From an optimization exercise on the open Yosys and OpenROAD flow, aimed at small area, a short achievable clock period and few clock cycles; shortcuts taken in it are not production practice. Function was checked by simulation only, so behaviour that the tests miss may differ from the original. Power figures rest on the tool's default switching activity, not on a simulated workload.

Setup of pepper:
Design adc_scan_block_averager_core, start of the top module:
module adc_scan_block_averager_core #(
  parameter int MAX_SLOTS = 8,
  parameter int CODE_BITS = 12
) (
  input  logic        clk,
  input  logic        rst_n,
  input  logic        in_valid,
  output logic        in_ready,
  input  logic [1:0]  in_opcode,
  input  logic [11:0] in_adc_code,
  output logic        out_valid,
  input  logic        out_ready,
  output logic [1:0]  out_kind,
  output logic [2:0]  out_slot,
  output logic [2:0]  out_chan,
  output logic [11:0] out_avg_code,
  output logic [27:0] out_microvolts,
  output logic        out_last,
  input  logic        cfg_we,
  input  logic [2:0]  cfg_index,
  input  logic [23:0] cfg_wdata
);
  localparam int ROWS = 2;
  localparam int NS   = 12 / ROWS;
  logic [3:0]  sc_r;
  logic [2:0]  nm1;       
  logic [23:0] map_r;
  logic [7:0]  flen_r;
  logic [7:0]  f1_r;      
  logic [7:0]  f2_r;      
  logic [7:0]  rn_r;
  logic [23:0] scale_r;
  logic [25:0] s3_r;      
  always_ff @(posedge clk) begin
    if (!rst_n) begin
      sc_r    <= 4'd2;
      nm1     <= 3'd1;
      map_r   <= 24'd60;
      flen_r  <= 8'd10;
      f1_r    <= 8'd9;
      f2_r    <= 8'd8;
      rn_r    <= 8'd20;
      scale_r <= 24'd156250;
    end else if (cfg_we) begin
      case (cfg_index)
        3'd0: begin
          sc_r <= cfg_wdata[3:0];
          nm1  <= (cfg_wdata[3:0] == 4'd0) ? 3'd0 :
                  (cfg_wdata[3:0] > 4'd8) ? 3'd7 : 3'(cfg_wdata[3:0] - 4'd1);
        end
        3'd1: map_r   <= cfg_wdata[23:0];
        3'd2: begin
  ...
clock: 7.0 ns
lec_check: 0
cap_margin: 10
core_margin: 2
core_utilization: 50
cts_cluster_diameter: 80
cts_cluster_size: 24
setup_slack_margin: 2.0
slew_margin: 10
run.sh (not shown) runs the stock make flow with config.mk's settings and CLKGATE_MAP_FILE= SYNTH_SCRIPT=/design/flow/synth_recipe.tcl, a recipe that flattens the netlist after the stock synthesis.
Testbench counts of pepper, summed over its fixed seeds: cycles 9,084.
Inputs modified between pepper and juniper:
- removing CTS_CLUSTER_SIZE (formerly 24)
- changing CAP_MARGIN from 10 to 20
- changing SLEW_MARGIN from 10 to 20
- removing CTS_CLUSTER_DIAMETER (formerly 80)
## What came out
juniper reached the end of the flow, and the finished layout is clean on the timing, design-rule and antenna checks. Re routed metal-1 wire length: pepper was lower than juniper. There was hardly any difference in power attributed to combinational cells between juniper and pepper. In the metrics for juniper and pepper, the one carrying the higher share of power burned in the clock network is juniper. Relative to pepper, final cycle utilization of the critical path has increased by 0.21 points in juniper. Delta(layout-stage area growth over the synthesis result, juniper - pepper) > 0. Met2 track demand over resource in global routing: juniper vs pepper, no meaningful difference. Re number of clock-tree buffers in the layout: pepper was lower than juniper. The lower internal power summed over all cells came out of pepper.

---

Starting RTL as in the previous note.
clock: 7.0 ns
lec_check: 0
cap_margin: 20
core_margin: 2
core_utilization: 50
setup_slack_margin: 2.5
slew_margin: 20
Testbench counts at the start, summed over its fixed seeds: cycles 9,084.
Rerun with:
Settings changed: ABC_AREA set to 1, CTS_CLUSTER_DIAMETER set to 80, CTS_CLUSTER_SIZE set to 24, SETUP_SLACK_MARGIN 2.5 to 2.4.
Result:
- hold slack gets worse by 0.011 ns
- power decreases by 14%
- global-route usage goes up by 1.9 points
- routed wire length rises by 8.0%
- combinational power is higher by 11%
- clock-buffer cell count drops by 54
- area after synthesis hardly moves
Rerun with:
Settings changed: ABC_AREA 1 to not set, SETUP_SLACK_MARGIN 2.4 to 2.0, TNS_END_PERCENT set to 10.
What happened: The new run produced a clean layout; sequential share of layout area increases by 1.3 points; critical path depth came out lower by 11; cell area went down by 3.0%; hold slack gets better by 0.013 ns; combinational power fell by 12%; via count came out lower by 13%; sequential power is about the same.
Rerun with:
Settings changed: TNS_END_PERCENT 10 to not set.
Result: Clock skew is lower by 0.0086 ns. Design area rose by 0.60%. Final cell count climbs by 0.31%. Non-clock buffer count came out higher by 22. Register-to-register slack gains 0.23 ns. Worst setup slack is better by 0.31 ns.

---

Starting RTL as in the previous note.
==> flow/config.mk <==
export PLATFORM = sky130hd
export DESIGN_NAME = adc_scan_block_averager_core
export DESIGN_NICKNAME = adc_scan_block_averager_core
export VERILOG_FILES = /design/flow/design.v
export SDC_FILE = /design/flow/constraint.sdc
export NUM_CORES = 4
export LEC_CHECK = 0
export CAP_MARGIN = 20
export CORE_MARGIN = 2
export CORE_UTILIZATION = 50
export CTS_CLUSTER_DIAMETER = 80
export CTS_CLUSTER_SIZE = 24
export SETUP_SLACK_MARGIN = 1.8
export SLEW_MARGIN = 20
==> flow/constraint.sdc <==
create_clock -name core_clock -period 7.0 [get_ports {clk}]
set_input_delay 1.4000 -clock core_clock [delete_from_list [all_inputs] [get_ports {clk}]]
set_output_delay 1.4000 -clock core_clock [all_outputs]
set_load 0.01 [all_outputs]
The starting point passed the timing, design-rule and antenna checks.
Testbench counts at the start, summed over its fixed seeds: cycles 9,084.
==> next run, changes <==
PLACE_DENSITY = 0.7   (was not set)
SETUP_SLACK_MARGIN = 2.0   (was 1.8)
Result: Synthesized area does not change. Worst hold slack gets worse by 6.2 ps. Cell area is higher slightly. Setup slack improved by 220 ps. Routed wire length fell by a few percent.
==> next run, changes <==
PLACE_DENSITY = not set   (was 0.7)
SETUP_SLACK_MARGIN = 2.2   (was 2.0)
- The changed run ran to the end with no violations
- cell count increases by 0.80%
- clock power decreases by about 3%
- non-clock buffer count increases by 48
- setup slack improves by 34 ps
- power decreases by 0.93%
- hold slack improves by 8.4 ps
- clock skew decreases by 21 ps

---

== build 21 ==
Starting RTL as in the previous note.
// adc_scan_block_averager_core
module adc_scan_block_averager_core #(
  parameter int MAX_SLOTS = 8,
  parameter int CODE_BITS = 12
) (
  input  logic        clk,
  input  logic        rst_n,
  input  logic        in_valid,
  output logic        in_ready,
  input  logic [1:0]  in_opcode,
  input  logic [11:0] in_adc_code,
  output logic        out_valid,
  input  logic        out_ready,
  output logic [1:0]  out_kind,
  output logic [2:0]  out_slot,
  output logic [2:0]  out_chan,
  output logic [11:0] out_avg_code,
  output logic [27:0] out_microvolts,
  output logic        out_last,
  input  logic        cfg_we,
  input  logic [2:0]  cfg_index,
  input  logic [23:0] cfg_wdata
);
Settings: LEC_CHECK=0, CAP_MARGIN=20, CORE_MARGIN=2, CORE_UTILIZATION=50, CTS_BUF_LIST=sky130_fd_sc_hd__clkbuf_8, CTS_CLUSTER_SIZE=20, SETUP_SLACK_MARGIN=2.0, SLEW_MARGIN=20; clock period 7.0 ns.
Build 21 went all the way through the flow, and no timing, DRC or antenna check failed.
Testbench counts of build 21, summed over its fixed seeds: cycles 9,084.
Input changes introduced in build 72 (baseline for comparison: build 21):
# build 21
export LEC_CHECK = 0
export CAP_MARGIN = 20
export CORE_MARGIN = 2
export CORE_UTILIZATION = 50
export CTS_BUF_LIST = sky130_fd_sc_hd__clkbuf_8
export CTS_CLUSTER_SIZE = 20
export SETUP_SLACK_MARGIN = 2.0
export SLEW_MARGIN = 20
create_clock -name core_clock -period 7.0 [get_ports {clk}]
# build 72
export LEC_CHECK = 0
export ABC_AREA = 1
export CAP_MARGIN = 20
export CORE_MARGIN = 2
export CORE_UTILIZATION = 50
export CTS_CLUSTER_DIAMETER = 80
export CTS_CLUSTER_SIZE = 24
export SETUP_SLACK_MARGIN = 2.0
export SLEW_MARGIN = 20
create_clock -name core_clock -period 7.0 [get_ports {clk}]
Results
On area inside the core boundary, build 21 and build 72 are neck and neck.
Of build 72 and build 21, it is build 72 that has the higher sequential power share.
Going from build 21 to build 72, total power decreased 0.00091 W, design area went down 1300 µm².
For build 21, the dominant combinational cell family by area after synthesis was compound AO/OA/AOI/OAI gates, unlike build 72, where it was simple AND/OR/NAND/NOR gates.
Going from build 21 to build 72, die footprint flat; signed area change from the synthesized netlist to the final layout down 3.1 points.
Compared with build 21, build 72 shows fraction of the mapped netlist area in simple logic gates higher by 5.2 points.
Input-level comparison between build 4 and build 72:
# build 72
export LEC_CHECK = 0
export ABC_AREA = 1
export CAP_MARGIN = 20
export CORE_MARGIN = 2
export CORE_UTILIZATION = 50
export CTS_CLUSTER_DIAMETER = 80
export CTS_CLUSTER_SIZE = 24
export SETUP_SLACK_MARGIN = 2.0
export SLEW_MARGIN = 20
create_clock -name core_clock -period 7.0 [get_ports {clk}]
# build 4
export LEC_CHECK = 0
export CAP_MARGIN = 20
export CORE_MARGIN = 2
export CORE_UTILIZATION = 50
export CTS_CLUSTER_DIAMETER = 80
export CTS_CLUSTER_SIZE = 28
export SETUP_SLACK_MARGIN = 2.0
export SLEW_MARGIN = 20
create_clock -name core_clock -period 7.0 [get_ports {clk}]
From build 4 to build 72, proportion of synthesized flip-flops having asynchronous set or reset did not move at all. Comparing final worst-path setup slack for build 72 and build 4, the smaller number came from build 72. Routed wire length per instance is higher on build 4. Cell class with the largest area share = flip-flops and latches: build 72; cell class with the largest area share = multi-input gates: build 4. Compared with build 72, in build 4 clock tree buffer count of the final layout went down; instance count along the most critical hold path flat; synthesis-to-layout area growth about even. Build 4 reports its master of the slowest instance on the critical path as sky130_fd_sc_hd__clkdlybuf4s50_1 while build 72 reports sky130_fd_sc_hd__edfxtp_1.

port drivers added, routing unchanged:
The results above use ideal ports. As a check the final layouts listed here were re-extracted and re-timed, cells and wires unchanged. Step 1 assumes that a clkbuf_16 drives the clock port and a buf_2 every other input. Step 2, shift: input delay + t, output delay - t, t = (earliest + latest rising clock arrival at the registers) / 2. This alone moves slack from input paths to output paths. Three values: no drivers, after step 1, after step 2; two values: the first two.
run	t, ns	setup slack, ns	pins driven straight from the clock port
pepper	0.684	2.115 / 2.051 / 1.554	1
juniper	0.718	2.100 / 2.057 / 1.520	1
the first run of note 2	0.731	2.226 / 2.226 / 1.975	1
the second run of note 2	0.714	2.205 / 2.133 / 2.032	1
the third run of note 2	0.691	1.810 / 1.736 / 1.442	1
the fourth run of note 2	0.692	2.117 / 2.094 / 1.508	1
the first run of note 3	0.684	1.906 / 1.900 / 1.487	1
the second run of note 3	0.697	2.128 / 2.065 / 1.571	1
the third run of note 3	0.691	2.162 / 2.162 / 1.686	1
build 21	0.879	2.065 / 1.995 / 1.532	1
build 72	0.722	2.010 / 1.979 / 1.794	1
build 4	0.691	2.111 / 2.067 / 1.550	1
After both steps setup and hold are still met in every run listed. For the fourth run of note 2, which loses most, drivers alone change the setup slack by -0.023 ns; drivers and shift together by -0.609 ns.
